Context: an optimization exercise on an open-source flow, tuned for small area, a short achievable clock period and few clock cycles per item. The choices shown serve that exercise and are no tape-out recipe.
Only simulation tests tie the RTL to the original design; equivalence was not proved.
Power figures rest on the tool's default switching activity, not on a simulated workload.

### design/flow/design.v
package ostb_pkg;
    localparam int TIMER_COUNT_DEF = 16;
    localparam int PERIOD_BITS_DEF = 16;
    localparam int CMD_BITS    = 3;
    localparam int INDEX_BITS  = 4;
    localparam int PERIOD_W    = 16;
    localparam int MASK_BITS   = 16;
    localparam int PRESC_BITS  = 8;
    localparam logic [PRESC_BITS-1:0] PRESCALE_RESET = 8'd100;
    typedef enum logic [CMD_BITS-1:0] {
        CMD_TICK       = 3'd0,
        CMD_CONFIGURE  = 3'd1,
        CMD_START      = 3'd2,
        CMD_STOP       = 3'd3,
        CMD_DEINIT     = 3'd4,
        CMD_CLEAR_FLAG = 3'd5,
        CMD_QUERY      = 3'd6,
        CMD_DEINIT_ALL = 3'd7
    } t_cmd;
    typedef enum logic [2:0] {
        S_IDLE,
        S_EXEC,
        S_START_WR,
        S_PASS,
        S_FINISH
    } t_state;
    typedef struct packed {
        logic active;    
        logic expired;   
    } t_step;
endpackage
module ostb_ram #(
    parameter int WIDTH = 16,
    parameter int DEPTH = 16,
    localparam int AW   = (DEPTH > 1) ? $clog2(DEPTH) : 1
) (
    input  logic             i_clk,
    input  logic             i_we,
    input  logic [AW-1:0]    i_waddr,
    input  logic [WIDTH-1:0] i_wdata,
    input  logic [AW-1:0]    i_raddr,
    output logic [WIDTH-1:0] o_rdata
);
    logic [WIDTH-1:0] r_mem [DEPTH];
    logic [WIDTH-1:0] r_rdata;
    always_ff @(posedge i_clk) begin
        if (i_we) begin
            r_mem[i_waddr] <= i_wdata;
        end
        r_rdata <= r_mem[i_raddr];
    end
    assign o_rdata = r_rdata;
endmodule
module ostb_step #(
    parameter int PERIOD_BITS = 16
) (
    input  logic [PERIOD_BITS-1:0] i_period,
    input  logic [PERIOD_BITS-1:0] i_remaining,
    output logic [PERIOD_BITS-1:0] o_remaining,
    output ostb_pkg::t_step        o_res
);
    always_comb begin
        o_res.active  = (i_period != '0) && (i_remaining != '0);
        o_remaining   = i_remaining - PERIOD_BITS'(1);
        o_res.expired = o_res.active && (o_remaining == '0);
    end
endmodule
module one_shot_timer_bank #(
    parameter int TIMER_COUNT = ostb_pkg::TIMER_COUNT_DEF,
    parameter int PERIOD_BITS = ostb_pkg::PERIOD_BITS_DEF
) (
    input  logic                            i_clk,
    input  logic                            i_rst_n,
    input  logic                            i_cfg_we,
    input  logic [ostb_pkg::PRESC_BITS-1:0] i_cfg_wdata,
    input  logic                            i_cmd_valid,
    output logic                            o_cmd_ready,
    input  logic [ostb_pkg::CMD_BITS-1:0]   i_cmd,
    input  logic [ostb_pkg::INDEX_BITS-1:0] i_cmd_index,
    input  logic [ostb_pkg::PERIOD_W-1:0]   i_cmd_period,
    input  logic                            i_cmd_cben,
    output logic                            o_res_valid,
    input  logic                            i_res_ready,
    output logic                            o_res_pass_done,
    output logic [ostb_pkg::MASK_BITS-1:0]  o_res_expired_mask,
    output logic [ostb_pkg::MASK_BITS-1:0]  o_res_fire_mask,
    output logic                            o_res_elapsed
);
    localparam int NT = 16;
    localparam int PB = 16;
    localparam logic [2:0] CMD_TICK       = 3'd0;
    localparam logic [2:0] CMD_CONFIGURE  = 3'd1;
    localparam logic [2:0] CMD_START      = 3'd2;
    localparam logic [2:0] CMD_STOP       = 3'd3;
    localparam logic [2:0] CMD_DEINIT     = 3'd4;
    localparam logic [2:0] CMD_CLEAR_FLAG = 3'd5;
    localparam logic [2:0] CMD_QUERY      = 3'd6;
    localparam logic [2:0] CMD_DEINIT_ALL = 3'd7;
    logic          r_rdy;
    logic [7:0]    r_limit;
    logic [7:0]    r_presc;
    logic          r_pn;        
    logic          n_pn;
    logic [PB-1:0] r_p [NT];
    logic [PB-1:0] r_r [NT];
    logic [NT-1:0] r_pnz;       
    logic [NT-1:0] r_rnz;       
    logic [NT-1:0] r_flag;
    logic [NT-1:0] r_cben;
    logic          r_ov, r_sv;
    logic          r_o_pass, r_o_el;
    logic [NT-1:0] r_o_exp, r_o_fire;
    logic          r_s_pass, r_s_el;
    logic [NT-1:0] r_s_exp;
    logic          acc;
    logic          c_tick, c_cfg, c_start, c_stop, c_deinit, c_clr, c_dall, c_keep;
    logic          pass;
    logic [NT-1:0] sel;
    logic [NT-1:0] active, last, expd, dec;
    logic [PB-1:0] zlo [NT];
    logic [NT-1:0] n_flag, n_pnz, n_rnz;
    logic          elapsed;
    logic          out_free, n_ov, n_sv;
    function automatic logic [PB-1:0] zeros_below(input logic [PB-1:0] v);
        logic [PB-1:0] z;
        z[0] = 1'b1;
        for (int k = 1; k < PB; k++) z[k] = z[k-1] & !v[k-1];
        zeros_below = z;
    endfunction
    assign acc = i_cmd_valid & r_rdy;
    always_comb begin
        c_tick   = acc && (i_cmd == CMD_TICK);
        c_cfg    = acc && (i_cmd == CMD_CONFIGURE);
        c_start  = acc && (i_cmd == CMD_START);
        c_stop   = acc && (i_cmd == CMD_STOP);
        c_deinit = acc && (i_cmd == CMD_DEINIT);
        c_clr    = acc && (i_cmd == CMD_CLEAR_FLAG);
        c_dall   = acc && (i_cmd == CMD_DEINIT_ALL);
        c_keep   = (i_cmd == CMD_TICK) || (i_cmd == CMD_START) ||
                   (i_cmd == CMD_STOP) || (i_cmd == CMD_QUERY);
        pass     = c_tick & r_pn;
        sel      = NT'(1) << i_cmd_index;
    end
    always_comb begin
        for (int t = 0; t < NT; t++) begin
            active[t] = r_pnz[t] & r_rnz[t];
            last[t]   = active[t] & (r_r[t] == PB'(1));
            expd[t]   = pass & last[t];
            zlo[t]    = zeros_below(r_r[t]);
            dec[t]    = pass & active[t];
            n_flag[t] = r_flag[t] | expd[t];
            n_pnz[t]  = r_pnz[t];
            n_rnz[t]  = r_rnz[t] & !expd[t];
            if (sel[t] & c_cfg) begin
                n_pnz[t]  = (i_cmd_period != '0);
                n_flag[t] = 1'b0;
            end
            if (sel[t] & c_start) n_rnz[t] = r_pnz[t];
            if (sel[t] & c_stop)  n_rnz[t] = 1'b0;
            if ((sel[t] & c_deinit) | c_dall) begin
                n_pnz[t]  = 1'b0;
                n_rnz[t]  = 1'b0;
                n_flag[t] = 1'b0;
            end
            if (sel[t] & c_clr) n_flag[t] = 1'b0;
        end
        elapsed = c_keep & (r_flag[i_cmd_index] | (pass & last[i_cmd_index]));
    end
    always_ff @(posedge i_clk) begin
        for (int t = 0; t < NT; t++) begin
            if (sel[t] & c_cfg) begin
                r_p[t]    <= i_cmd_period;
                r_cben[t] <= i_cmd_cben;
            end
            r_r[t] <= (sel[t] & c_start) ? r_p[t] : r_r[t] ^ ({PB{dec[t]}} & zlo[t]);
        end
    end
    always_comb begin
        out_free = !r_ov | i_res_ready;
        n_ov = r_ov;
        n_sv = r_sv;
        if (out_free) begin
            n_ov = r_sv | acc;
            n_sv = r_sv & acc;
        end else if (acc) begin
            n_sv = 1'b1;
        end
    end
    always_ff @(posedge i_clk) begin
        if (out_free) begin
            if (r_sv) begin
                r_o_pass <= r_s_pass;
                r_o_exp  <= r_s_exp;
                r_o_fire <= r_s_exp & r_cben;
                r_o_el   <= r_s_el;
            end else begin
                r_o_pass <= pass;
                r_o_exp  <= expd;
                r_o_fire <= expd & r_cben;
                r_o_el   <= elapsed;
            end
        end
        if (acc & !out_free) begin
            r_s_pass <= pass;
            r_s_exp  <= expd;
            r_s_el   <= elapsed;
        end
    end
    always_comb begin
        if (i_cfg_we)    n_pn = ({1'b0, r_presc} + 9'd1 >= {1'b0, i_cfg_wdata});
        else if (pass)   n_pn = (8'd1 >= r_limit);
        else if (c_tick) n_pn = ({1'b0, r_presc} + 9'd2 >= {1'b0, r_limit});
        else             n_pn = r_pn;
    end
    always_ff @(posedge i_clk) begin
        if (!i_rst_n) begin
            r_rdy   <= 1'b1;
            r_ov    <= 1'b0;
            r_sv    <= 1'b0;
            r_limit <= 8'd100;
            r_presc <= '0;
            r_pn    <= 1'b0;
            r_pnz   <= '0;
            r_rnz   <= '0;
            r_flag  <= '0;
        end else begin
            r_ov    <= n_ov;
            r_sv    <= n_sv;
            r_rdy   <= !(n_ov & n_sv);
            r_pnz   <= n_pnz;
            r_rnz   <= n_rnz;
            r_flag  <= n_flag;
            r_pn    <= n_pn;
            if (i_cfg_we) begin
                r_limit <= i_cfg_wdata;
            end
            if (c_tick) begin
                r_presc <= pass ? 8'd0 : r_presc + 8'd1;
            end
        end
    end
    assign o_cmd_ready        = r_rdy;
    assign o_res_valid        = r_ov;
    assign o_res_pass_done    = r_o_pass;
    assign o_res_expired_mask = r_o_exp;
    assign o_res_fire_mask    = r_o_fire;
    assign o_res_elapsed      = r_o_el;
endmodule
### design/flow/run.sh
#!/bin/bash
# synth_recipe.tcl (not shown) runs the flow's synth.tcl, then flattens the netlist and writes it again
# the make line also repeats each setting of config.mk as NAME=value (left out here)
make -C /OpenROAD-flow-scripts/flow DESIGN_CONFIG=/design/flow/config.mk WORK_HOME=/design/flow/orfs CLKGATE_MAP_FILE= SYNTH_SCRIPT=/design/flow/synth_recipe.tcl finish
### design/flow/config.mk
export PLATFORM = sky130hd
export DESIGN_NAME = one_shot_timer_bank
export DESIGN_NICKNAME = one_shot_timer_bank
export VERILOG_FILES = /design/flow/design.v
export SDC_FILE = /design/flow/constraint.sdc
export NUM_CORES = 4
export LEC_CHECK = 0
export ABC_AREA = 1
export CAP_MARGIN = 20
export CORE_MARGIN = 2
export CORE_UTILIZATION = 40
export PLACE_DENSITY = 0.6
export SETUP_SLACK_MARGIN = 3.0
export SLEW_MARGIN = 20
### design/flow/constraint.sdc
create_clock -name core_clock -period 5.0 [get_ports {i_clk}]
set_input_delay 1.0000 -clock core_clock [delete_from_list [all_inputs] [get_ports {i_clk}]]
set_output_delay 1.0000 -clock core_clock [all_outputs]
set_load 0.01 [all_outputs]
==> run summary, run 1 <==
CTS Buf Count 69; CP max stage delay 440 ps; CP max stage cell edfxtp_1; number of global-route vias before repair 20,945; Seq pwr share 49.5%; global route overflow 0; Main synth FF type edfxtp_1; first-pass GRT wire length 116 mm; WS Path Type flop to output pin; Worst Skew 24.1 ps; syn nets between 2,000 and 3,000; worst skew pair latency 620 ps; CTS Hold Bufs 0; critical path peak fanout 1; I/O Buffers about 70; CP cell instances buf_2; IO Pins 73; DR vias 21,734; clock-pin slew on the worst setup and hold paths 60 ps; hold path start r_p[10][15]; CP Launch Type flop; Critical Path RT 4000 ps; Post-synth EDFFs 324; cell taking the most area after synthesis edfxtp_1; largest net degree at the start of global routing 35; Die H 263 µm; reg2reg setup slack between 2000 and 3000 ps; CP Data Arrival Time 1230 ps; dpl hpwl 43.9 mm; Die W 263 µm; Initial Util between 40% and 50%; drt first-iter violations ~1,800; final max-slew violation count 0; Comb pwr share 10.4%; synthesized flop and latch total 648; M2 GR Usage 35.6%; vias per cell 5.27; Worst VDD drop 0.228 mV; top cell types by occurrence after synthesis nand2_1 (508), nor2_1 (481), dfxtp_1 (324), edfxtp_1 (324), inv_1 (286); Hold Vio Cnt, Final 0; Worst Hold Class flop to flop; GRT Total Usage 21.5%; post-synthesis cell type count 51; core region area 66,100 µm²; Min-Delay Endpoint r_r[10][15]; Mapped Area between 20,000 and 30,000 µm²; clock power share 40.1%; min Tclk post-route 2230 ps; LEAKAGE 13.6 nW; CTS root buf clkbuf_16; final wirelength 76.9 mm; ANT nets after route 0; WHS 445 ps; RSZ-0062 raised after global routing true; Slew @ Worst Pin 940 ps; DR pass1 iterations 6; most common cell in the netlist nand2_1; synth top area cells edfxtp_1 (36%), dfxtp_1 (24%), nand2_1 (7.1%); final worst-path cycle share 44.5%; # setup viols final 0; initial antenna violation count 6; Crit Reg-Reg Startpoint r_rdy; WL per Instance 18.6 µm; CP bufs+invs 1; Ys Warns 4; FP Rows 94; P_int 9.18 mW; f_max 449 MHz; fraction of registers with async set/reset 0%; clock sinks about 650; total power draw 12.3 mW; M1 GR Usage 28.0%; GP Congestion about 0.83; R2R depth 15; Worst R2R End r_r[0][14]; DRC 0; Mapped Cells 2,870; Psw 3.14 mW; worst hold path cell count 2; Rel. slew slack 37.1%; Avg Cell Area, Syn 9.35 µm²; delay-heaviest family, CP flip-flops; status finished clean; sw frac between 20 and 30%; fraction of layout cells with a size suffix above 1 25.3%; layer with the highest usage met2; Yosys top cell area share 36.3%; CTS tree built; CTS max path bufs 3; post-synthesis sequential area ratio 60.5%; CTS HTree Levels 3; area added between synthesis and finish 31.1%; fillcell total 5,725; CP Capture Type output pin; Pwr Density 350 nW/µm²; Fin Setup TNS 0 ps; max-cap violations 0; die area 69,100 µm²; met3 Usage GRT 4.07%; Layout Nets 3,273
==> placed cells by master, fill, tap and decap left out, types with 55 or more instances in the layout <==
| master | netlist | routed |
|---|---|---|
| dfxtp_1 | 324 | 317 |
| a31oi_1 | 202 | 193 |
| nand2_1 | 508 | 422 |
| nand2_2 | 5 | 58 |
| nand3_1 | 126 | 95 |
| nor2_4 | 15 | 97 |
| edfxtp_1 | 324 | 324 |
| clkbuf_16 | 0 | 74 |
| buf_6 | 2 | 73 |
| inv_2 | 18 | 56 |
| o21ai_0 | 82 | 55 |
| a21oi_1 | 108 | 100 |
| nor2_1 | 481 | 391 |
| inv_1 | 286 | 224 |
| buf_4 | 1 | 141 |
==> registers in the layout, summed over array words and instances (netlist names), 8 cells and up <==
signal    cells
r_r         256
r_pnz        16
r_p         256
r_flag       16
r_presc       8
r_o_fire     16
r_s_exp      16
r_o_exp      16
r_cben       16
r_rnz        16
r_limit       8
==> worst max path at each step <==
stage,startpoint,endpoint,slack (ps),cells past startpoint
5_1_grt,i_cmd[1],r_r[0][13],2720,15
3_5_place_dp,i_cmd[0],r_r[13][14],1260,13
4_1_cts,r_o_fire[15],o_res_fire_mask[15],2740,1
3_3_place_gp,i_cmd[0],r_r[11][7],1340,12
2_1_floorplan,i_cmd_valid,r_r[2][15],2510,14
6_report,r_o_fire[15],o_res_fire_mask[15],2770,1
==> timing repair <==
action | 4_1_cts | 5_1_grt
resized for setup | 385 | 293
setup buffers | 153 | 64
cloned | 6 | 4
endpoints found under the setup margin | 693 | 486
pin swaps | 120 | 174
==> power groups by stage <==
stage | clock network, mW | registers [mW] | logic, mW
2_1_floorplan | 0 | 6.14 | 0.765
3_3_place_gp | 0 | 6.16 | 1.08
3_5_place_dp | 0 | 6.17 | 1.11
4_1_cts | 5.03 | 6.08 | 1.18
5_1_grt | 5.22 | 6.14 | 1.41
6_report | 4.94 | 6.10 | 1.27
==> layer usage <==
layer	wire length [µm]	share of wire [%]	vias to the layer above
met5	8	0.010	-
met4	2020	2.6	2
met3	4360	5.7	140
met2	37000	48	613
met1	33400	43	10508
li1	-	-	10471
==> layout make-up <==
class	count	area (µm²)	share of cell area, %
flip-flops and latches	648	16200	46.2
multi-input cells	1856	11200	31.8
repair buffers	319	3170	9.01
clock buffers	111	2040	5.80
inverters	306	1290	3.68
well taps	864	1080	3.07
clock inverters	16	121	0.345
repair inverters	2	15.0	0.0427
diodes	6	15.0	0.0427
==> cells by family (layout without fill, tap and decap cells) <==
group / after synthesis / after routing / synth area share, %
compound gates: 443 / 443 / 9.65
simple gates: 1340 / 1344 / 21.8
xor+xnor: 35 / 35 / 1.14
fa+ha+maj: 34 / 34 / 1.59
buf+inv: 370 / 754 / 5.32
flops: 648 / 648 / 60.5
other cells: 0 / 6 / 0
==> through the flow <==
| step | utilization [%] | instances | setup slack [ps] | instance area, µm² |
|---|---|---|---|---|
| after floorplan | - | 2870 | 2510 | 27900 |
| after global placement | 44.2 | 3768 | 1340 | 29200 |
| after detailed placement | 44.2 | 3768 | 1260 | 29200 |
| after CTS | 50.7 | 4054 | 2740 | 33500 |
| after global routing | 53.2 | 4126 | 2720 | 35200 |
| final | 53.2 | 4128 | 2770 | 35200 |
Testbench counts, summed over its fixed seeds: cycles 4,808, items 4,800.
==> run 2: changes to the inputs <==
--- a/design/flow/config.mk
+++ b/design/flow/config.mk
@@ -10,5 +10,5 @@
 export CORE_MARGIN = 2
 export CORE_UTILIZATION = 40
 export PLACE_DENSITY = 0.6
-export SETUP_SLACK_MARGIN = 3.0
+export SETUP_SLACK_MARGIN = 2.3
 export SLEW_MARGIN = 20
==> run 2 against run 1 <==
Against the previous run: cell area shrank 11%; clock skew is 3.6 ps higher; sequential power hardly changed; die area is the same; critical path type unchanged; largest power group unchanged.
==> run summary, run 2 <==
compound-cell area share of the yosys netlist 9.65% (unchanged); CTS max path bufs 3 (unchanged); mux share of post-synthesis cell area 0% (unchanged); fin worst setup slack 2410 ps (was 2770 ps); GRT Total Usage 19.9% (was 21.5%); worst skew pair latency 620 ps (about the same); most frequent cells in the layout nand2_1 (503), nor2_1 (469), edfxtp_1 (324), dfxtp_1 (324), inv_1 (283) (was nand2_1 (422), nor2_1 (391), edfxtp_1 (324)); synthesized flop and latch total 648 (unchanged); Critical Path RT 4000 ps (about the same); Worst VDD drop 0.298 mV (was 0.228 mV); Main synth FF type edfxtp_1 (unchanged); CTS tree built (unchanged); Post-synth EDFFs 324 (unchanged); P_int 9.16 mW (was 9.18 mW); Hold Vio Cnt, Final 0 (unchanged); # setup viols final 0 (unchanged); CP max stage cell clkdlybuf4s50_1 (was edfxtp_1); f_max 387 MHz (was 449 MHz); die area 69,100 µm² (unchanged); core region area 66,100 µm² (unchanged); Min-Delay Endpoint r_r[15][15] (was r_r[10][15]); Mapped Cells 2,870 (unchanged); Avg Cell Area, Syn 9.35 µm² (unchanged); Worst R2R End r_r[15][12] (was r_r[0][14]); Rel. slew slack 51.9% (was 37.1%); clock sinks 648 (unchanged); CP Data Arrival Time 1590 ps (was 1230 ps); CTS Buf Count 71 (was 69); ANT nets after route 0 (unchanged); Comb pwr share 8.8% (was 10.4%); Die H 263 µm (unchanged); hold path start r_p[15][15] (was r_p[10][15]); Mapped Area 26,800 µm² (unchanged); synth top area cells edfxtp_1 (36%), dfxtp_1 (24%), nand2_1 (7.1%) (unchanged); sw frac 24.6% (was 25.5%); most common cell in the netlist nand2_1 (unchanged); Ys Warns 4 (unchanged); initial antenna violation count 3 (was 6); delay-heaviest family, CP buffers and inverters (was flip-flops); drt first-iter violations 1,589 (was 1,790); Pwr Density 387 nW/µm² (was 350 nW/µm²); CTS Hold Bufs 0 (unchanged); I/O Buffers 72 (unchanged); final wirelength 69.7 mm (was 76.9 mm); WS Path Type flop to output pin (unchanged); CP bufs+invs 1 (unchanged); Crit Reg-Reg Startpoint r_pn (was r_rdy); CP Launch Type flop (unchanged); DRC 0 (unchanged); DR vias 20,377 (was 21,734); top cell types by occurrence after synthesis nand2_1 (508), nor2_1 (481), dfxtp_1 (324), edfxtp_1 (324), inv_1 (286) (unchanged); min Tclk post-route 2590 ps (was 2230 ps); post-synthesis cell type count 51 (unchanged); Seq pwr share 50.0% (was 49.5%); GP Congestion 0.883 (was 0.834); CTS root buf clkbuf_16 (unchanged); reg2reg setup slack 2660 ps (was 2910 ps); number of global-route vias before repair 19,322 (was 20,945); Synth Area in Adders 1.59% (unchanged); largest net degree at the start of global routing 35 (unchanged); FF/Latch Area 16,200 µm² (about the same); fraction of layout cells with a size suffix above 1 9.59% (was 25.3%); first-pass GRT wire length 107 mm (was 116 mm); final max-slew violation count 0 (unchanged); status finished clean (unchanged); max-cap violations 0 (unchanged); Layout Nets 3,097 (was 3,273); fraction of registers with async set/reset 0% (unchanged); CTS HTree Levels 3 (unchanged); worst hold path cell count 2 (unchanged); FP Rows 94 (unchanged); Slew @ Worst Pin 720 ps (was 940 ps); syn nets 2,941 (unchanged); WL per Instance 17.6 µm (was 18.6 µm); LEAKAGE 12.1 nW (was 13.6 nW); total power draw 12.2 mW (was 12.3 mW); main combinational cell family by area after synthesis simple AND/OR/NAND/NOR gates (unchanged); vias per cell 5.15 (was 5.27); Worst Hold Class flop to flop (unchanged); multi-input combinational cell area 9320 µm² (was 11,200 µm²); Worst Skew 27.7 ps (was 24.1 ps); Die W 263 µm (unchanged); Initial Util 40.6% (unchanged); Yosys top cell area share 36.3% (unchanged); clock-pin slew on the worst setup and hold paths 60 ps (about the same); CP cell instances clkdlybuf4s50_1 (was buf_2); IO Pins 73 (unchanged); Place WS 1010 ps (was 1260 ps); Psw 2.99 mW (was 3.14 mW); global route overflow 0 (unchanged); critical path peak fanout 2 (was 1); CP Capture Type output pin (unchanged); RSZ-0062 raised after global routing false (was true); area added between synthesis and finish 17.0% (was 31.1%); post-synthesis sequential area ratio 60.5% (unchanged); R2R depth 12 (was 15); Synth Area in XOR/XNOR 1.14% (unchanged); fillcell total 6,162 (was 5,725); final worst-path cycle share 51.7% (was 44.5%); Post-Synth Simple-Gate Area 21.8% (unchanged); most common cell after layout, fill and taps aside nand2_1 (unchanged); Regs by FF count r_p (256), r_r (256) (unchanged); clock power share 41.2% (was 40.1%); CP max stage delay 580 ps (was 440 ps); cell taking the most area after synthesis edfxtp_1 (unchanged); DR pass1 iterations 5 (was 6); dpl cell area 28,800 µm² (was 29,200 µm²); WP depth 1 (unchanged); design area 31,400 µm² (was 35,200 µm²); dpl hpwl 43.2 mm (was 43.9 mm); Fin Setup TNS 0 ps (unchanged); fin util 47.5% (was 53.2%)
## run 2: metrics by stage
| step | instances | hold slack [ps] |
|---|---|---|
| final | 3954 | 443 |
| after global placement | 3794 | 429 |
| after floorplan | 2870 | 419 |
| after CTS | 3949 | 449 |
| after global routing | 3949 | 462 |
| after detailed placement | 3794 | 432 |
## run 2: logic make-up (layout without fill, tap and decap cells)
| kind of cell | count (synthesis) | in the layout |
|---|---|---|
| XOR/XNOR | 35 | 35 |
| AO/OA/AOI/OAI | 443 | 443 |
| buffers and inverters | 370 | 583 |
| adder cells (fa/ha/maj) | 34 | 34 |
| flip-flops | 648 | 648 |
| AND/OR/NAND/NOR | 1340 | 1342 |
| other | 0 | 5 |
## run 2: cell type report
class | instances | area share [%]
Sequential cell | 648 | 51.7
Multi-Input combinational cell | 1854 | 29.7
Clock buffer | 106 | 6.47
Timing Repair Buffer | 145 | 4.27
Inverter | 306 | 3.73
Tap cell | 864 | 3.44
Clock inverter | 26 | 0.686
Antenna cell | 5 | 0.0399
## run 2: worst max path at each step
stage	start	to	slack [ps]
floorplan	i_cmd_valid	r_cben[13]	2100
global placement	i_cmd_index[3]	r_pnz[14]	1080
detailed placement	i_cmd_index[3]	r_p[14][11]	1010
CTS	i_cmd[2]	r_p[7][14]	2330
global route	i_cmd[1]	r_r[15][12]	2310
finish	r_rdy	o_cmd_ready	2410
## run 2: power groups by stage
stage | sequential [mW] | combinational (mW) | clock [mW]
2_1_floorplan | 6.14 | 0.711 | 0
3_3_place_gp | 6.16 | 1.02 | 0
3_5_place_dp | 6.17 | 1.05 | 0
4_1_cts | 6.07 | 1.07 | 5.12
5_1_grt | 6.10 | 1.22 | 5.33
6_report | 6.07 | 1.07 | 5.01
## run 2: routing by layer
layer	vias to the layer above	routed length, µm	GRT usage [%]	part of all wire (%)
li1	10100	-	-	-
met1	9605	31600	26.9	45
met2	549	31900	32.2	46
met3	119	4270	3.73	6.1
met4	4	1860	6.30	2.7
met5	-	27	0	0.039
## run 2: timing repair
item | in CTS | in global routing
pin swaps | 10 | 5
cloned | 3 | 0
setup buffers | 20 | 0
resized for setup | 32 | 13
setup endpoints to repair | 556 | 126
==> run 3: changes to the inputs <==
--- a/design/flow/config.mk
+++ b/design/flow/config.mk
@@ -9,6 +9,7 @@
 export CAP_MARGIN = 20
 export CORE_MARGIN = 2
 export CORE_UTILIZATION = 40
+export CTS_BUF_LIST = sky130_fd_sc_hd__clkbuf_4 sky130_fd_sc_hd__clkbuf_8
 export PLACE_DENSITY = 0.6
-export SETUP_SLACK_MARGIN = 2.3
+export SETUP_SLACK_MARGIN = 2.6
 export SLEW_MARGIN = 20
==> run 3 against run 2 <==
Against the previous run: critical path depth grew 8; die area did not move; sequential power about the same; area after synthesis unchanged; combinational power about the same; global-route usage rose by 0.75 points; register-to-register slack gained 80 ps; worst hold slack worse by 23 ps; final cell count increased by 2.0%; via count up 2.7%.
==> run summary, run 3 <==
Psw 3.02 mW (was 2.99 mW); fraction of registers with async set/reset 0% (unchanged); Placed Cells 3,773 (was 3,794); Critical Path RT 5410 ps (was 4000 ps); DR vias 20,924 (was 20,377); most common cell after layout, fill and taps aside nand2_1 (unchanged); Seq pwr share 49.6% (was 50.0%); FP Rows 94 (unchanged); final worst-path cycle share 47.3% (was 51.7%); CP Capture Type flop (was output pin); most frequent cells in the layout nand2_1 (496), nor2_1 (449), edfxtp_1 (324) (was nand2_1 (503), nor2_1 (469), edfxtp_1 (324), dfxtp_1 (324), inv_1 (283)); Avg Cell Area, Syn 9.35 µm² (unchanged); clock-pin slew on the worst setup and hold paths 70 ps (was 60 ps); die area 69,100 µm² (unchanged); worst skew pair latency 710 ps (was 620 ps); RSZ-0062 raised after global routing false (unchanged); status finished clean (unchanged); largest net degree at the start of global routing 35 (unchanged); I/O Buffers 72 (unchanged); area added between synthesis and finish 19.7% (was 17.0%); DR pass1 iterations 6 (was 5); R2R depth 12 (unchanged); Fin Setup TNS 0 ps (unchanged); GRT Total Usage 20.6% (was 19.9%); met1 wire length 31.6 mm (about the same); LEAKAGE 12.6 nW (was 12.1 nW); Regs by FF count r_p (256), r_r (256) (unchanged); CP max stage delay 410 ps (was 580 ps); Crit Reg-Reg Startpoint r_r[2][10] (was r_pn); post-synthesis sequential area ratio 60.5% (unchanged); final max-slew violation count 0 (unchanged); critical path startpoint i_cmd_index[1] (was r_rdy); DRC 0 (unchanged); Mapped Area 26,800 µm² (unchanged); clock sinks 648 (unchanged); Rel. slew slack 54.2% (was 51.9%); sw frac 24.7% (was 24.6%); clock power share 41.4% (was 41.2%); vias per cell 5.19 (was 5.15); synth top area cells edfxtp_1 (36%), dfxtp_1 (24%), nand2_1 (7.1%) (unchanged); P_int 9.22 mW (was 9.16 mW); fillcell total 6,141 (was 6,162); GP Congestion 0.864 (was 0.883); post-synthesis cell type count 51 (unchanged); dpl hpwl 43.5 mm (was 43.2 mm); worst hold path cell count 2 (unchanged); Layout Nets 3,140 (was 3,097); WL met3 5.07 mm (was 4.27 mm); WS Path Type input port to flop (was flop to output pin); CTS max path bufs 3 (unchanged); Worst Hold Class flop to flop (unchanged); Top Layer Used met5 (unchanged); CP Capture Point r_o_el (was o_cmd_ready); IO Pins 73 (unchanged); # setup viols final 0 (unchanged); number of global-route vias before repair 20,277 (was 19,322); met2 wire len 32.5 mm (was 31.9 mm); critical path peak fanout 9 (was 2); Slew @ Worst Pin 682 ps (was 720 ps); Hold Vio Cnt, Final 0 (unchanged); Die H 263 µm (unchanged); Initial Util 40.6% (unchanged); syn nets 2,941 (unchanged); max-cap violations 0 (unchanged); most common cell in the netlist nand2_1 (unchanged); WL per Instance 17.8 µm (was 17.6 µm); Worst VDD drop 0.225 mV (was 0.298 mV); top cell types by occurrence after synthesis nand2_1 (508), nor2_1 (481), dfxtp_1 (324), edfxtp_1 (324), inv_1 (286) (unchanged); Ys Warns 4 (unchanged); reg2reg setup slack 2740 ps (was 2660 ps); core region area 66,100 µm² (unchanged); f_max 423 MHz (was 387 MHz); min Tclk post-route 2360 ps (was 2590 ps); CTS Buf Count 108 (was 71); global route overflow 0 (unchanged); final wirelength 71.6 mm (was 69.7 mm); Yosys top cell area share 36.3% (unchanged); Die W 263 µm (unchanged); Worst R2R End r_o_el (was r_r[15][12]); CTS Hold Bufs 0 (unchanged); cell taking the most area after synthesis edfxtp_1 (unchanged); Pwr Density 381 nW/µm² (was 387 nW/µm²); first-pass GRT wire length 111 mm (was 107 mm); CP cell instances clkdlybuf4s15_1, nand2_2, nor3_4, buf_4, a21oi_1, nand3_1, nand2_1, nand3_1, nand2_1 (was clkdlybuf4s50_1); non-filler cells, final 4,032 (was 3,954); Worst Skew 35.1 ps (was 27.7 ps); fraction of layout cells with a size suffix above 1 14.3% (was 9.59%); CTS HTree Levels 3 (unchanged); drt first-iter violations 1,948 (was 1,589); CTS tree built (unchanged); CP Launch Type input port (was flop); Main synth FF type edfxtp_1 (unchanged); CP max stage cell clkdlybuf4s15_1 (was clkdlybuf4s50_1); CP Data Arrival Time 2780 ps (was 1590 ps); Mapped Cells 2,870 (unchanged); CTS root buf clkbuf_8 (was clkbuf_16); Comb pwr share 8.9% (was 8.8%); synthesized flop and latch total 648 (unchanged); ANT nets after route 0 (unchanged); initial antenna violation count 11 (was 3); Post-synth EDFFs 324 (unchanged)
==> run 3: cell count changes in the layout (fill, tap and decap cells not counted), sizes merged <==
cell / delta
clkdlybuf4s50: -35
clkinv: -1
clkbuf: +80
bufinv: +2
clkinvlp: -2
clkdlybuf4s15: +31
inv: -1
dlygate4sd2: -4
buf: +7
nand2: +1
==> run 3: stage by stage <==
step	setup WS (ps)	cell area (µm²)	util [%]	hold WS [ps]	power, mW
floorplan	2470	27100	-	419	6.86
global placement	964	28800	43.6	425	7.21
detailed placement	939	28800	43.6	427	7.25
CTS	2430	31900	48.3	429	12.3
global route	2600	32100	48.6	469	12.8
finish	2640	32100	48.6	421	12.2
==> run 3: worst min-delay path by stage <==
stage / from / end / slack [ps]
after floorplan: r_p[7][2] / r_r[7][2] / 420
after global routing: r_p[3][15] / r_r[3][15] / 470
after detailed placement: r_p[0][15] / r_r[0][15] / 430
after CTS: r_p[7][2] / r_r[7][2] / 430
after global placement: r_p[7][2] / r_r[7][2] / 420
final: r_p[7][2] / r_r[7][2] / 420
==> run 3: routing by layer <==
layer / vias to the layer above / GRT usage (%)
met5: - / 0
met4: 6 / 7.72
met3: 163 / 4.43
met2: 612 / 33.4
met1: 9935 / 27.1
li1: 10208 / -
==> run 3: power groups by stage <==
stage | combinational [mW] | sequential, mW | clock, mW
after global placement | 1.04 | 6.16 | 0
final | 1.09 | 6.08 | 5.07
after floorplan | 0.724 | 6.14 | 0
after detailed placement | 1.07 | 6.17 | 0
after CTS | 1.08 | 6.07 | 5.20
after global routing | 1.24 | 6.11 | 5.44
==> run 3: layout make-up <==
type                            count  area (µm²)  area share [%]
Timing Repair Buffer              150        1490            4.65
Multi-Input combinational cell   1855        9680            30.1
Inverter                          306        1200            3.75
Antenna cell                        5        12.5          0.0390
Sequential cell                   648       16200            50.5
Tap cell                          864        1080            3.37
Clock buffer                      180        2210            6.90
Clock inverter                     24         204           0.635
==> run 3: worst max-delay path, delay by kind of cell <==
family | cells | cell delay (ps)
buf+inv | 2 | 620
simple gates | 6 | 1080
compound gates | 1 | 70
==> run 3: what timing repair did <==
action / in CTS / in global routing
endpoints found under the setup margin: 631 / 246
gates cloned: 3 / 0
setup buffers: 39 / 8
hold endpoints to repair: 0 / 0
pin swaps: 27 / 8
gates resized for setup: 117 / 45
==> run 3: kinds of logic (layout without fill, tap and decap cells) <==
kind of cell,count (synthesis),after routing,synth area share (%)
fa+ha+maj,34,34,1.59
compound gates,443,443,9.65
flops,648,648,60.5
other cells,0,5,0
simple gates,1340,1343,21.8
xor+xnor,35,35,1.14
buf+inv,370,660,5.32
==> run 4: changes to the inputs <==
--- a/design/flow/config.mk
+++ b/design/flow/config.mk
@@ -9,7 +9,8 @@
 export CAP_MARGIN = 20
 export CORE_MARGIN = 2
 export CORE_UTILIZATION = 40
-export CTS_BUF_LIST = sky130_fd_sc_hd__clkbuf_4 sky130_fd_sc_hd__clkbuf_8
+export CTS_CLUSTER_DIAMETER = 100
+export CTS_CLUSTER_SIZE = 30
 export PLACE_DENSITY = 0.6
 export SETUP_SLACK_MARGIN = 2.6
 export SLEW_MARGIN = 20
==> run 4 against run 3 <==
Against the previous run: via count shrank 2.3%; synthesized cell count unchanged; worst hold slack better by 33 ps; global-route usage decreased by 0.73 points; sequential share of layout area up 2.2 points.
==> run summary, run 4 <==
CP Capture Type flop (unchanged); WL per Instance 18.1 µm (was 17.8 µm); Hold Vio Cnt, Final 0 (unchanged); fin worst setup slack 2620 ps (was 2640 ps); FP Rows 94 (unchanged); # setup viols final 0 (unchanged); final worst-path cycle share 47.6% (was 47.3%); final max-slew violation count 0 (unchanged); Die H 263 µm (unchanged); LEAKAGE 11.8 nW (was 12.6 nW); final wirelength 70.4 mm (was 71.6 mm); CP Launch Type input port (unchanged); Layout Nets 3,075 (was 3,140); Place WS 939 ps (unchanged); CTS Hold Bufs 0 (unchanged); most common cell in the netlist nand2_1 (unchanged); most common cell after layout, fill and taps aside nand2_1 (unchanged); DR vias 20,437 (was 20,924); Critical Path RT 5350 ps (was 5410 ps); fraction of registers with async set/reset 0% (unchanged); Main synth FF type edfxtp_1 (unchanged); DR pass1 iterations 6 (unchanged); Mapped Cells 2,870 (unchanged); min Tclk post-route 2380 ps (was 2360 ps); max-cap violations 0 (unchanged); CP cell instances clkdlybuf4s50_1, buf_12, buf_4, nor3_4, buf_4, a21oi_1, nand3_2, nand2_1, nand3_1, nand2_1 (was clkdlybuf4s15_1, nand2_2, nor3_4, buf_4, a21oi_1, nand3_1, nand2_1, nand3_1, nand2_1); ANT nets after route 0 (unchanged); top cell types by occurrence after synthesis nand2_1 (508), nor2_1 (481), dfxtp_1 (324), edfxtp_1 (324), inv_1 (286) (unchanged); fraction of layout cells with a size suffix above 1 10.3% (was 14.3%); GP Congestion 0.864 (unchanged); CTS max path bufs 3 (unchanged); most frequent cells in the layout nand2_1 (494), nor2_1 (447), edfxtp_1 (324) (was nand2_1 (496), nor2_1 (449), edfxtp_1 (324)); status finished clean (unchanged); CP Data Arrival Time 2730 ps (was 2780 ps); largest net degree at the start of global routing 35 (unchanged); CP max stage delay 450 ps (was 410 ps); GRT Total Usage 19.9% (was 20.6%); core region area 66,100 µm² (unchanged); CP max stage cell clkdlybuf4s50_1 (was clkdlybuf4s15_1); number of global-route vias before repair 19,488 (was 20,277); Pwr Density 320 nW/µm² (was 381 nW/µm²); Fin Setup TNS 0 ps (unchanged); IO Pins 73 (unchanged); Ys Warns 4 (unchanged); Slew @ Worst Pin 675 ps (was 682 ps); first-pass GRT wire length 109 mm (was 111 mm); cell taking the most area after synthesis edfxtp_1 (unchanged); Worst VDD drop 0.320 mV (was 0.225 mV); dpl hpwl 43.5 mm (unchanged); fillcell total 6,240 (was 6,141); Post-synth EDFFs 324 (unchanged); Regs by FF count r_p (256), r_r (256) (unchanged); synthesized flop and latch total 648 (unchanged); initial antenna violation count 10 (was 11); CTS Buf Count 26 (was 108); f_max 420 MHz (was 423 MHz); CTS root buf clkbuf_16 (was clkbuf_8); post-synthesis sequential area ratio 60.5% (unchanged); I/O Buffers 72 (unchanged); Worst Skew 33.2 ps (was 35.1 ps); Initial Util 40.6% (unchanged); RSZ-0062 raised after global routing true (was false); CTS tree built (unchanged); synth top area cells edfxtp_1 (36%), dfxtp_1 (24%), nand2_1 (7.1%) (unchanged); die area 69,100 µm² (unchanged); area added between synthesis and finish 14.7% (was 19.7%); Worst Hold Class flop to flop (unchanged); drt first-iter violations 1,940 (was 1,948); Placed Cells 3,773 (unchanged); vias per cell 5.25 (was 5.19); post-synthesis cell type count 51 (unchanged); Avg Cell Area, Syn 9.35 µm² (unchanged); Mapped Area 26,800 µm² (unchanged); clock sinks 648 (unchanged); syn nets 2,941 (unchanged); DRC 0 (unchanged); clock-pin slew on the worst setup and hold paths 120 ps (was 70 ps); Rel. slew slack 55.0% (was 54.2%); WS Path Type input port to flop (unchanged); worst skew pair latency 630 ps (was 710 ps); WHS 453 ps (was 421 ps); Die W 263 µm (unchanged); global route overflow 0 (unchanged); critical path peak fanout 7 (was 9); non-filler cells, final 3,895 (was 4,032); Yosys top cell area share 36.3% (unchanged); CTS HTree Levels 1 (was 3)
==> run 4: cell counts after synthesis <==
Identical to the previous run, type by type.
==> run 4: power by group <==
part	switching (mW)	total (mW)	internal, mW
logic	0.709	1.11	0.398
registers	0.198	6.06	5.87
clock network	1.66	2.68	1.01
==> run 4: kinds of logic (layout without fill, tap and decap cells) <==
logic type | Yosys count | in the layout | share of synthesized area [%]
AO/OA/AOI/OAI | 443 | 443 | 9.65
other | 0 | 8 | 0
flip-flops | 648 | 648 | 60.5
AND/OR/NAND/NOR | 1340 | 1343 | 21.8
XOR/XNOR | 35 | 35 | 1.14
buffers and inverters | 370 | 520 | 5.32
adder cells (fa/ha/maj) | 34 | 34 | 1.59
==> run 4: per-stage QoR <==
stage | util, % | power, mW | instance area (µm²)
2_1_floorplan | - | 6.86 | 27100
3_3_place_gp | 43.6 | 7.21 | 28800
3_5_place_dp | 43.6 | 7.25 | 28800
4_1_cts | 46.0 | 9.90 | 30400
5_1_grt | 46.5 | 10.3 | 30700
6_report | 46.5 | 9.85 | 30800
==> run 4: worst max-delay path: cells and delay by family <==
family | cells | cell delay (ps)
buf+inv | 4 | 970
compound gates | 1 | 80
simple gates | 5 | 680
==> run 4: routing by layer <==
metal | vias to the layer above | GRT usage [%] | routed length, µm
met5 | - | 0 | 13
met4 | 2 | 5.39 | 1730
met3 | 98 | 2.50 | 4510
met2 | 559 | 33.1 | 32500
met1 | 9768 | 27.4 | 31600
li1 | 10010 | - | -
==> run 4: final timing paths <==
| check | start | slack (ps) | endpoint | cells past startpoint |
|---|---|---|---|---|
| max | i_cmd_index[3] | 2620 | r_o_el | 10 |
| min | r_p[0][15] | 450 | r_r[0][15] | 2 |
| max reg2reg | r_r[3][10] | 2780 | r_o_el | 9 |
| min reg2reg | r_p[0][15] | 450 | r_r[0][15] | 2 |
==> run 4: repair_timing <==
item                       4_1_cts  5_1_grt
cloned                           3        1
gates resized for setup        118       43
setup endpoints to repair      648      277
buffers inserted                42       21
pin swaps                       38       13
==> run 4: final cells by class <==
| cell class | count | area (µm²) | area share (%) |
|---|---|---|---|
| clock inverter | 6 | 70.1 | 0.228 |
| multi-input combinational | 1855 | 9790 | 31.8 |
| timing repair inverter | 1 | 8.76 | 0.0285 |
| sequential | 648 | 16200 | 52.7 |
| tap | 864 | 1080 | 3.52 |
| clock buffer | 41 | 707 | 2.30 |
| inverter | 306 | 1230 | 4.00 |
| antenna | 8 | 20.0 | 0.0651 |
| timing repair buffer | 166 | 1620 | 5.28 |
==> run 5: changes to the inputs <==
--- a/design/flow/config.mk
+++ b/design/flow/config.mk
@@ -9,8 +9,8 @@
 export CAP_MARGIN = 20
 export CORE_MARGIN = 2
 export CORE_UTILIZATION = 40
-export CTS_CLUSTER_DIAMETER = 100
-export CTS_CLUSTER_SIZE = 30
+export CTS_CLUSTER_DIAMETER = 80
+export CTS_CLUSTER_SIZE = 24
 export PLACE_DENSITY = 0.6
 export SETUP_SLACK_MARGIN = 2.6
 export SLEW_MARGIN = 20
==> run 5 against run 4 <==
Against the previous run: worst setup slack gained 7.3 ps; clock skew shrank 10 ps; cell area grew 0.82%; via count grew 0.50%; final cell count grew 0.31%; sequential share of layout area shrank 0.44 points; maximum frequency grew 0.31%; die area is the same; critical path depth shrank 1; total power grew 5.9%; first-iteration DRC count shrank 4.2%; largest power group unchanged; still clean; count of clock-buffer cells in the layout grew 12; largest cell class unchanged.
==> run summary, run 5 <==
WS Path Type input port to flop (unchanged); Layout Nets 3,082 (was 3,075); f_max 421 MHz (was 420 MHz); final worst-path cycle share 47.5% (was 47.6%); die area 69,100 µm² (unchanged); global route overflow 0 (unchanged); CP Capture Type flop (unchanged); Slew @ Worst Pin 679 ps (was 675 ps); Worst Hold Class flop to flop (unchanged); multi-input combinational cell area 9760 µm² (was 9790 µm²); Critical Path RT 5450 ps (was 5350 ps); Place WS 939 ps (unchanged); critical path startpoint i_cmd_index[3] (unchanged); area added between synthesis and finish 15.6% (was 14.7%); largest net degree at the start of global routing 35 (unchanged); Initial Util 40.6% (unchanged); worst skew pair latency 590 ps (was 630 ps); post-synthesis cell type count 51 (unchanged); DRC 0 (unchanged); fillcell total 6,184 (was 6,240); cell taking the most area after synthesis edfxtp_1 (unchanged); number of global-route vias before repair 19,647 (was 19,488); post-synthesis sequential area ratio 60.5% (unchanged); hold path start r_p[4][15] (was r_p[0][15]); Rel. slew slack 54.7% (was 55.0%); Die H 263 µm (unchanged); fraction of registers with async set/reset 0% (unchanged); Pwr Density 336 nW/µm² (was 320 nW/µm²); Regs by FF count r_p (256), r_r (256) (unchanged); WL per Instance 18.1 µm (about the same); CTS max path bufs 3 (unchanged); DR pass1 iterations 6 (unchanged); GP Congestion 0.864 (unchanged); synth top area cells edfxtp_1 (36%), dfxtp_1 (24%), nand2_1 (7.1%) (unchanged); most common cell in the netlist nand2_1 (unchanged); fin worst setup slack 2630 ps (was 2620 ps); I/O Buffers 72 (unchanged); Post-synth EDFFs 324 (unchanged); drt first-iter violations 1,859 (was 1,940); fraction of layout cells with a size suffix above 1 10.7% (was 10.3%); Mapped Cells 2,870 (unchanged); status finished clean (unchanged); Main synth FF type edfxtp_1 (unchanged); clock sinks 648 (unchanged); LEAKAGE 12.0 nW (was 11.8 nW); total power draw 10.4 mW (was 9.85 mW); FP Rows 94 (unchanged); CP Launch Type input port (unchanged); Ys Warns 4 (unchanged); critical path peak fanout 29 (was 7); # setup viols final 0 (unchanged); final wirelength 70.6 mm (was 70.4 mm); Worst Skew 22.7 ps (was 33.2 ps); DR vias 20,540 (was 20,437); IO Pins 73 (unchanged); Avg Cell Area, Syn 9.35 µm² (unchanged); Hold Vio Cnt, Final 0 (unchanged); core region area 66,100 µm² (unchanged); CTS HTree Levels 2 (was 1); ANT nets after route 0 (unchanged); initial antenna violation count 9 (was 10); clock-pin slew on the worst setup and hold paths 100 ps (was 120 ps); final max-slew violation count 0 (unchanged); min Tclk post-route 2370 ps (was 2380 ps); CTS root buf clkbuf_16 (unchanged); synthesized flop and latch total 648 (unchanged); dpl hpwl 43.5 mm (unchanged); GRT Total Usage 20.3% (was 19.9%); max-cap violations 0 (unchanged); Worst VDD drop 0.250 mV (was 0.320 mV); Fin Setup TNS 0 ps (unchanged); CP Data Arrival Time 2830 ps (was 2730 ps); Yosys top cell area share 36.3% (unchanged); Die W 263 µm (unchanged); first-pass GRT wire length 110 mm (was 109 mm); syn nets 2,941 (unchanged); CTS Buf Count 36 (was 26); CTS tree built (unchanged); Crit Reg-Reg Startpoint r_r[3][7] (was r_r[3][10]); FF/Latch Area 16,200 µm² (about the same); vias per cell 5.26 (was 5.25); most common cell after layout, fill and taps aside nand2_1 (unchanged); top cell types by occurrence after synthesis nand2_1 (508), nor2_1 (481), dfxtp_1 (324), edfxtp_1 (324), inv_1 (286) (unchanged); RSZ-0062 raised after global routing true (unchanged); Mapped Area 26,800 µm² (unchanged); most frequent cells in the layout nand2_1 (494), nor2_1 (446), edfxtp_1 (324) (was nand2_1 (494), nor2_1 (447), edfxtp_1 (324))
## run 5: cell counts after synthesis
No cell type changed its count.
## run 5: logic make-up (layout without fill, tap and decap cells)
| group | after synthesis | after routing | share of synthesized area [%] |
|---|---|---|---|
| AO/OA/AOI/OAI | 443 | 443 | 9.65 |
| XOR/XNOR | 35 | 35 | 1.14 |
| AND/OR/NAND/NOR | 1340 | 1343 | 21.8 |
| adder cells (fa/ha/maj) | 34 | 34 | 1.59 |
| flip-flops | 648 | 648 | 60.5 |
| other | 0 | 4 | 0 |
| buffers and inverters | 370 | 536 | 5.32 |
## run 5: worst max-delay path: stages
cell and delay, ps:
clkdlybuf4s50_1 450, buf_12 160, buf_4 160, nor3_4 220, inv_2 110, nor2_2 270
inv_4 180, o211ai_1 210, a21oi_1 50
## run 5: repair_timing
item | in CTS | in global routing
hold buffers | 0 | 0
buffers inserted | 48 | 13
pin swaps | 35 | 15
setup endpoints to repair | 657 | 246
gates cloned | 3 | 0
resized for setup | 115 | 38
## run 5: cell type report
cell class                      count  share of cell area, %
Antenna cell                        4                 0.0323
Clock buffer                       53                   3.21
Clock inverter                     13                  0.428
Inverter                          306                   3.92
Multi-Input combinational cell   1855                   31.5
Sequential cell                   648                   52.3
Tap cell                          864                   3.49
Timing Repair Buffer              164                   5.12
## run 5: path summary, 6_finish.rpt
kind	slack [ps]	cells after the start	end
worst max-delay path	2630	9	r_rnz[3]
worst min-delay path	440	2	r_r[4][15]
worst max register to register	2780	9	r_o_el
worst min register to register	440	2	r_r[4][15]
## run 5: report_power, final
part	switching [mW]	internal [mW]	total (mW)
logic	0.705	0.394	1.10
registers	0.196	5.87	6.06
clock network	1.82	1.45	3.27
## run 5: layer usage
layer	GRT usage (%)	routed length, µm	vias to the layer above	share of wire [%]
met5	0	24	-	0.034
met4	6.76	2070	4	2.9
met3	3.22	4830	127	6.8
met2	33.3	32200	623	46
met1	27.4	31500	9746	45
li1	-	-	10040	-
## run 5: through the flow
step           instance area, µm²  instances  utilization [%]  hold WS (ps)
3_3_place_gp                28800       3773             43.6           425
6_report                    31000       3907             46.9           445
5_1_grt                     31000       3903             46.9           474
3_5_place_dp                28800       3773             43.6           427
2_1_floorplan               27100       2870                -           419
4_1_cts                     30800       3890             46.6           448
==> run 6: changes to the inputs <==
--- a/design/flow/config.mk
+++ b/design/flow/config.mk
@@ -12,5 +12,5 @@
 export CTS_CLUSTER_DIAMETER = 80
 export CTS_CLUSTER_SIZE = 24
 export PLACE_DENSITY = 0.6
-export SETUP_SLACK_MARGIN = 2.6
+export SETUP_SLACK_MARGIN = 3.0
 export SLEW_MARGIN = 20
==> run 6 against run 5 <==
Against the previous run: sequential share of layout area decreased by 5.6 points; area after synthesis unchanged; die area unchanged; routed wire length up 11%; register-to-register slack better by 120 ps; combinational power up 23%; count of clock-buffer cells in the layout decreased by 1; worst hold slack improved by 7.5 ps; maximum frequency increased by 7.0%; clock power decreased by 3%; largest power group unchanged.
==> run summary, run 6 <==
status finished clean (unchanged); initial antenna violation count 5 (was 9); post-synthesis sequential area ratio 60.5% (unchanged); CP Capture Type output pin (was flop); Avg Cell Area, Syn 9.35 µm² (unchanged); DRC 0 (unchanged); Worst R2R End r_r[0][8] (was r_o_el); largest net degree at the start of global routing 35 (unchanged); Mapped Cells 2,870 (unchanged); Post-synth EDFFs 324 (unchanged); CTS HTree Levels 2 (unchanged); syn nets 2,941 (unchanged); Initial Util 40.6% (unchanged); GRT Total Usage 21.6% (was 20.3%); Worst VDD drop 0.233 mV (was 0.250 mV); dpl hpwl 43.9 mm (was 43.5 mm); Crit Reg-Reg Startpoint r_rdy (was r_r[3][7]); most common cell in the netlist nand2_1 (unchanged); Regs by FF count r_p (256), r_r (256) (unchanged); final wirelength 78.7 mm (was 70.6 mm); CP max stage cell edfxtp_1 (was clkdlybuf4s50_1); vias per cell 5.31 (was 5.26); Main synth FF type edfxtp_1 (unchanged); FF/Latch Area 16,200 µm² (about the same); Fin Setup TNS 0 ps (unchanged); WL per Instance 19.2 µm (was 18.1 µm); top cell types by occurrence after synthesis nand2_1 (508), nor2_1 (481), dfxtp_1 (324), edfxtp_1 (324), inv_1 (286) (unchanged); CP max stage delay 460 ps (was 450 ps); cell taking the most area after synthesis edfxtp_1 (unchanged); fraction of registers with async set/reset 0% (unchanged); fraction of layout cells with a size suffix above 1 26.4% (was 10.7%); Worst Skew 19.6 ps (was 22.7 ps); CP bufs+invs 1 (was 5); Mapped Area 26,800 µm² (unchanged); clock sinks 648 (unchanged); Die H 263 µm (unchanged); f_max 451 MHz (was 421 MHz); FP Rows 94 (unchanged); RSZ-0062 raised after global routing true (unchanged); Hold Vio Cnt, Final 0 (unchanged); DR pass1 iterations 5 (was 6); CP Data Arrival Time 1220 ps (was 2830 ps); IO Pins 73 (unchanged); number of global-route vias before repair 20,603 (was 19,647); die area 69,100 µm² (unchanged); clock-pin slew on the worst setup and hold paths 100 ps (about the same); most frequent cells in the layout nand2_1 (415), nor2_1 (382), edfxtp_1 (324) (was nand2_1 (494), nor2_1 (446), edfxtp_1 (324)); Worst Hold Class flop to flop (unchanged); final max-slew violation count 0 (unchanged); core region area 66,100 µm² (unchanged); Yosys top cell area share 36.3% (unchanged); reg2reg setup slack 2900 ps (was 2780 ps); area added between synthesis and finish 29.6% (was 15.6%); ANT nets after route 0 (unchanged); hold path start r_p[10][15] (was r_p[4][15]); final worst-path cycle share 44.4% (was 47.5%); delay-heaviest family, CP flip-flops (was buffers and inverters); Layout Nets 3,279 (was 3,082); Rel. slew slack 40.7% (was 54.7%); CTS root buf clkbuf_16 (unchanged); LEAKAGE 13.4 nW (was 12.0 nW); most common cell after layout, fill and taps aside nand2_1 (unchanged); first-pass GRT wire length 116 mm (was 110 mm); CP Launch Type flop (was input port); min Tclk post-route 2220 ps (was 2370 ps); critical path peak fanout 1 (was 29); CTS max path bufs 3 (unchanged); dpl cell area 29,200 µm² (was 28,800 µm²); Die W 263 µm (unchanged); synth top area cells edfxtp_1 (36%), dfxtp_1 (24%), nand2_1 (7.1%) (unchanged); R2R depth 15 (was 9); max-cap violations 0 (unchanged); Slew @ Worst Pin 888 ps (was 679 ps); GP Congestion 0.834 (was 0.864); Min-Delay Endpoint r_r[10][15] (was r_r[4][15]); fillcell total 5,750 (was 6,184); design area 34,800 µm² (was 31,000 µm²); global route overflow 0 (unchanged); CP cell instances buf_2 (was clkdlybuf4s50_1, buf_12, buf_4, nor3_4, inv_2, nor2_2, inv_4, o211ai_1, a21oi_1); worst skew pair latency 580 ps (was 590 ps); # setup viols final 0 (unchanged); WS Path Type flop to output pin (was input port to flop); WHS 452 ps (was 445 ps); multi-input combinational cell area 11,400 µm² (was 9760 µm²); Ys Warns 4 (unchanged); I/O Buffers 72 (unchanged); synthesized flop and latch total 648 (unchanged); worst hold path cell count 2 (unchanged); post-synthesis cell type count 51 (unchanged); DR vias 21,766 (was 20,540); CTS Buf Count 34 (was 36); Pwr Density 306 nW/µm² (was 336 nW/µm²); CTS tree built (unchanged); Critical Path RT 4000 ps (was 5450 ps); drt first-iter violations 1,907 (was 1,859)
[run 6: through the flow]
step                      worst slack (ps)  utilization [%]  power, mW  std cells
after CTS                             2770             49.5       10.5       3993
after global placement                1340             44.2       7.24       3768
after detailed placement              1260             44.2       7.28       3768
after floorplan                       2510                -       6.90       2870
final                                 2780             52.6       10.6       4097
after global routing                  2660             52.6       11.1       4096
[run 6: final cells by class]
class	count	area share, %
Sequential cell	648	46.7
Multi-Input combinational cell	1858	32.7
Timing Repair Buffer	357	10.6
Inverter	306	3.72
Tap cell	864	3.11
Clock buffer	52	2.89
Clock inverter	8	0.176
Timing Repair inverter	3	0.0612
Antenna cell	1	0.00720
[run 6: power by group]
| group | total [mW] | switching (mW) | leakage (nW) | internal, mW |
|---|---|---|---|---|
| registers | 6.10 | 0.238 | 5.67 | 5.87 |
| logic | 1.35 | 0.848 | 7.20 | 0.498 |
| clock network | 3.18 | 1.76 | 0.513 | 1.42 |
| total | 10.6 | 2.84 | 13.4 | 7.79 |
[run 6: kinds of logic (layout without fill, tap and decap cells)]
family	Yosys count	after routing	synth area share, %
other	0	1	0
buffers and inverters	370	726	5.32
AND/OR/NAND/NOR	1340	1346	21.8
AO/OA/AOI/OAI	443	443	9.65
flip-flops	648	648	60.5
adder cells (fa/ha/maj)	34	34	1.59
XOR/XNOR	35	35	1.14
[run 6: worst max path at each step]
stage                            start             endpoint  depth (start not counted)
final                     r_o_fire[15]  o_res_fire_mask[15]                          1
after global placement        i_cmd[0]           r_r[11][7]                         12
after CTS                 r_o_fire[15]  o_res_fire_mask[15]                          1
after detailed placement      i_cmd[0]          r_r[13][14]                         13
after floorplan            i_cmd_valid           r_r[2][15]                         14
after global routing          i_cmd[0]          r_r[15][12]                         15
[run 6: repair_timing]
action / CTS / global route
gates cloned: 7 / 8
setup buffers: 158 / 95
hold buffers: 0 / 0
pin swaps: 136 / 181
gates resized for setup: 474 / 323
setup endpoints to repair: 693 / 592
[run 6: routing by layer]
| layer | GRT usage (%) | part of all wire (%) |
|---|---|---|
| met5 | 0 | 0.010 |
| met4 | 7.40 | 3.1 |
| met3 | 3.30 | 6.4 |
| met2 | 35.5 | 47 |
| met1 | 29.0 | 43 |
==> run 7: changes to the inputs <==
--- a/design/flow/config.mk
+++ b/design/flow/config.mk
@@ -9,8 +9,6 @@
 export CAP_MARGIN = 20
 export CORE_MARGIN = 2
 export CORE_UTILIZATION = 40
-export CTS_CLUSTER_DIAMETER = 80
-export CTS_CLUSTER_SIZE = 24
 export PLACE_DENSITY = 0.6
-export SETUP_SLACK_MARGIN = 3.0
+export SETUP_SLACK_MARGIN = 2.6
 export SLEW_MARGIN = 20
==> run 7 against run 6 <==
Against the previous run: still clean on timing, DRC and antenna; count of clock-buffer cells in the layout increased by 49; sequential cell count is the same; worst setup slack worse by 130 ps; worst hold slack worse by 12 ps; synthesized cell count did not move; clock skew is 2.2 ps higher; largest power group unchanged.
==> run summary, run 7 <==
total power draw 12.5 mW (was 10.6 mW); Rel. slew slack 54.3% (was 40.7%); f_max 426 MHz (was 451 MHz); vias per cell 5.24 (was 5.31); Fin Setup TNS 0 ps (unchanged); min Tclk post-route 2350 ps (was 2220 ps); initial antenna violation count 11 (was 5); Min-Delay Endpoint r_r[0][15] (was r_r[10][15]); fraction of registers with async set/reset 0% (unchanged); synthesized flop and latch total 648 (unchanged); LEAKAGE 12.6 nW (was 13.4 nW); # setup viols final 0 (unchanged); Layout Nets 3,115 (was 3,279); WHS 440 ps (was 452 ps); Mapped Cells 2,870 (unchanged); dpl hpwl 43.5 mm (was 43.9 mm); critical path peak fanout 17 (was 1); cell taking the most area after synthesis edfxtp_1 (unchanged); DR vias 20,812 (was 21,766); syn nets 2,941 (unchanged); Initial Util 40.6% (unchanged); CTS tree built (unchanged); reg2reg setup slack 2730 ps (was 2900 ps); final worst-path cycle share 47.0% (was 44.4%); first-pass GRT wire length 111 mm (was 116 mm); most frequent cells in the layout nand2_1 (493), nor2_1 (444), edfxtp_1 (324) (was nand2_1 (415), nor2_1 (382), edfxtp_1 (324)); hold path start r_p[0][15] (was r_p[10][15]); die area 69,100 µm² (unchanged); CTS HTree Levels 3 (was 2); Post-synth EDFFs 324 (unchanged); Ys Warns 4 (unchanged); DR pass1 iterations 7 (was 5); clock-pin slew on the worst setup and hold paths 60 ps (was 100 ps); post-synthesis cell type count 51 (unchanged); core region area 66,100 µm² (unchanged); status finished clean (unchanged); largest net degree at the start of global routing 35 (unchanged); WS Path Type input port to flop (was flop to output pin); Placed Cells 3,773 (was 3,768); Die W 263 µm (unchanged); final max-slew violation count 0 (unchanged); CP Data Arrival Time 2670 ps (was 1220 ps); Worst VDD drop 0.272 mV (was 0.233 mV); Main synth FF type edfxtp_1 (unchanged); RSZ-0062 raised after global routing true (unchanged); Worst R2R End r_o_el (was r_r[0][8]); R2R depth 9 (was 15); post-synthesis sequential area ratio 60.5% (unchanged); non-filler cells, final 3,969 (was 4,097); Worst Hold Class flop to flop (unchanged); CTS root buf clkbuf_16 (unchanged); Worst Skew 21.8 ps (was 19.6 ps); GP Congestion 0.864 (was 0.834); CTS Hold Bufs 0 (unchanged); max-cap violations 0 (unchanged); area added between synthesis and finish 20.1% (was 29.6%); synth top area cells edfxtp_1 (36%), dfxtp_1 (24%), nand2_1 (7.1%) (unchanged); Avg Cell Area, Syn 9.35 µm² (unchanged); FP Rows 94 (unchanged); drt first-iter violations 1,833 (was 1,907); Regs by FF count r_p (256), r_r (256) (unchanged); Hold Vio Cnt, Final 0 (unchanged); I/O Buffers 72 (unchanged); CTS max path bufs 3 (unchanged); Crit Reg-Reg Startpoint r_r[3][10] (was r_rdy); Yosys top cell area share 36.3% (unchanged); worst skew pair latency 620 ps (was 580 ps); ANT nets after route 0 (unchanged); most common cell in the netlist nand2_1 (unchanged); worst hold path cell count 2 (unchanged); fraction of layout cells with a size suffix above 1 12.0% (was 26.4%); clock sinks 648 (unchanged); final wirelength 72.0 mm (was 78.7 mm); CP Launch Type input port (was flop); top cell types by occurrence after synthesis nand2_1 (508), nor2_1 (481), dfxtp_1 (324), edfxtp_1 (324), inv_1 (286) (unchanged); CP Capture Type flop (was output pin); Mapped Area 26,800 µm² (unchanged); CTS Buf Count 71 (was 34); WL per Instance 18.1 µm (was 19.2 µm); number of global-route vias before repair 20,115 (was 20,603); Slew @ Worst Pin 686 ps (was 888 ps); IO Pins 73 (unchanged); most common cell after layout, fill and taps aside nand2_1 (unchanged); Die H 263 µm (unchanged); GRT Total Usage 20.6% (was 21.6%); Critical Path RT 5320 ps (was 4000 ps); global route overflow 0 (unchanged); Pwr Density 388 nW/µm² (was 306 nW/µm²); DRC 0 (unchanged)
[run 7: cell counts after synthesis]
No cell type changed its count.
[run 7: worst max path at each step]
stage	end	slack, ps	from
after floorplan	r_cben[11]	2470	i_cmd_index[3]
after CTS	r_rnz[11]	2600	i_cmd_index[3]
after global placement	r_rnz[11]	960	i_cmd_index[3]
final	r_p[1][14]	2650	i_cmd_index[0]
after global routing	r_p[9][13]	2560	i_cmd_index[0]
after detailed placement	r_rnz[11]	940	i_cmd_index[3]
[run 7: logic make-up (layout without fill, tap and decap cells)]
| family | count (synthesis) | in the layout | synth area share (%) |
|---|---|---|---|
| flops | 648 | 648 | 60.5 |
| buf+inv | 370 | 600 | 5.32 |
| compound gates | 443 | 443 | 9.65 |
| xor+xnor | 35 | 35 | 1.14 |
| other cells | 0 | 2 | 0 |
| fa+ha+maj | 34 | 34 | 1.59 |
| simple gates | 1340 | 1343 | 21.8 |
[run 7: area by class of cell]
| cell class | instances | area (µm²) |
|---|---|---|
| clock inverter | 31 | 405 |
| fill | 6088 | 33900 |
| multi-input combinational | 1855 | 9750 |
| inverter | 306 | 1210 |
| sequential | 648 | 16200 |
| clock buffer | 101 | 1960 |
| timing repair buffer | 162 | 1580 |
| antenna | 2 | 5.00 |
| tap | 864 | 1080 |
[run 7: stage by stage]
stage	utilization, %	cell area, µm²	worst slack [ps]
final	48.7	32200	2650
after detailed placement	43.6	28800	939
after floorplan	-	27100	2470
after global placement	43.6	28800	964
after CTS	48.3	31900	2600
after global routing	48.7	32200	2560
[run 7: repair_timing]
action / in CTS / in global routing
setup buffers: 42 / 16
endpoints found under the setup margin: 650 / 251
resized for setup: 100 / 54
pin swaps: 33 / 14
gates cloned: 3 / 1
[run 7: critical path: stages]
cell           delay (ps)
dlygate4sd2_1         300
inv_1                 120
nor2_4                140
inv_2                 110
nor2_1                130
inv_1                  90
nor2_2                310
inv_1                 150
nor2_4                140
buf_12                170
[run 7: power breakdown]
part / total, mW / leakage, nW / internal, mW / switching [mW]
combinational: 1.10 / 5.76 / 0.396 / 0.708
clock: 5.32 / 1.15 / 3.17 / 2.15
sequential: 6.07 / 5.67 / 5.88 / 0.198
[run 7: per-layer routing]
layer  track usage, %  vias up  routed length, µm
met5                0        -                 62
met4             7.92        8               2590
met3             4.34      166               5340
met2             33.4      682              32500
met1             27.1     9808              31500
li1                 -    10148                  -

-- static timing again, ports no longer ideal --
How much do the figures lean on ideal ports? The routed layouts below were timed once more, with nothing changed but the port constraints. Step 1 sets driving cells, clkbuf_16 on the clock port and buf_2 on the other inputs (assumed; they add their load-dependent delay and slew). Step 2 adds t to the input delays and takes it off the output delays; t is the mean of the earliest and latest rising clock arrival at the registers after step 1. Input paths then give back, and output paths get back, about the clock's delay inside the block. a / b / c = no drivers / after step 1 / after step 2; a / b = the first two.
run | t (ns) | setup WS [ns] | worst register clock-pin slew, ns
run 1 | 0.663 | 2.774 / 2.712 / 2.145 | 0.06 / 0.06
run 2 | 0.663 | 2.414 / 2.354 / 1.782 | 0.06 / 0.06
run 3 | 0.750 | 2.636 / 2.617 / 1.922 | 0.07 / 0.07
run 4 | 0.674 | 2.619 / 2.578 / 1.983 | 0.12 / 0.12
run 5 | 0.647 | 2.626 / 2.602 / 2.011 | 0.10 / 0.10
run 6 | 0.639 | 2.781 / 2.719 / 2.157 | 0.10 / 0.10
run 7 | 0.675 | 2.650 / 2.595 / 1.957 | 0.06 / 0.06
After both steps setup and hold are still met in every run listed. The setup slack of run 3, which loses most, moves by -0.019 ns with the drivers and by -0.714 ns with both steps.
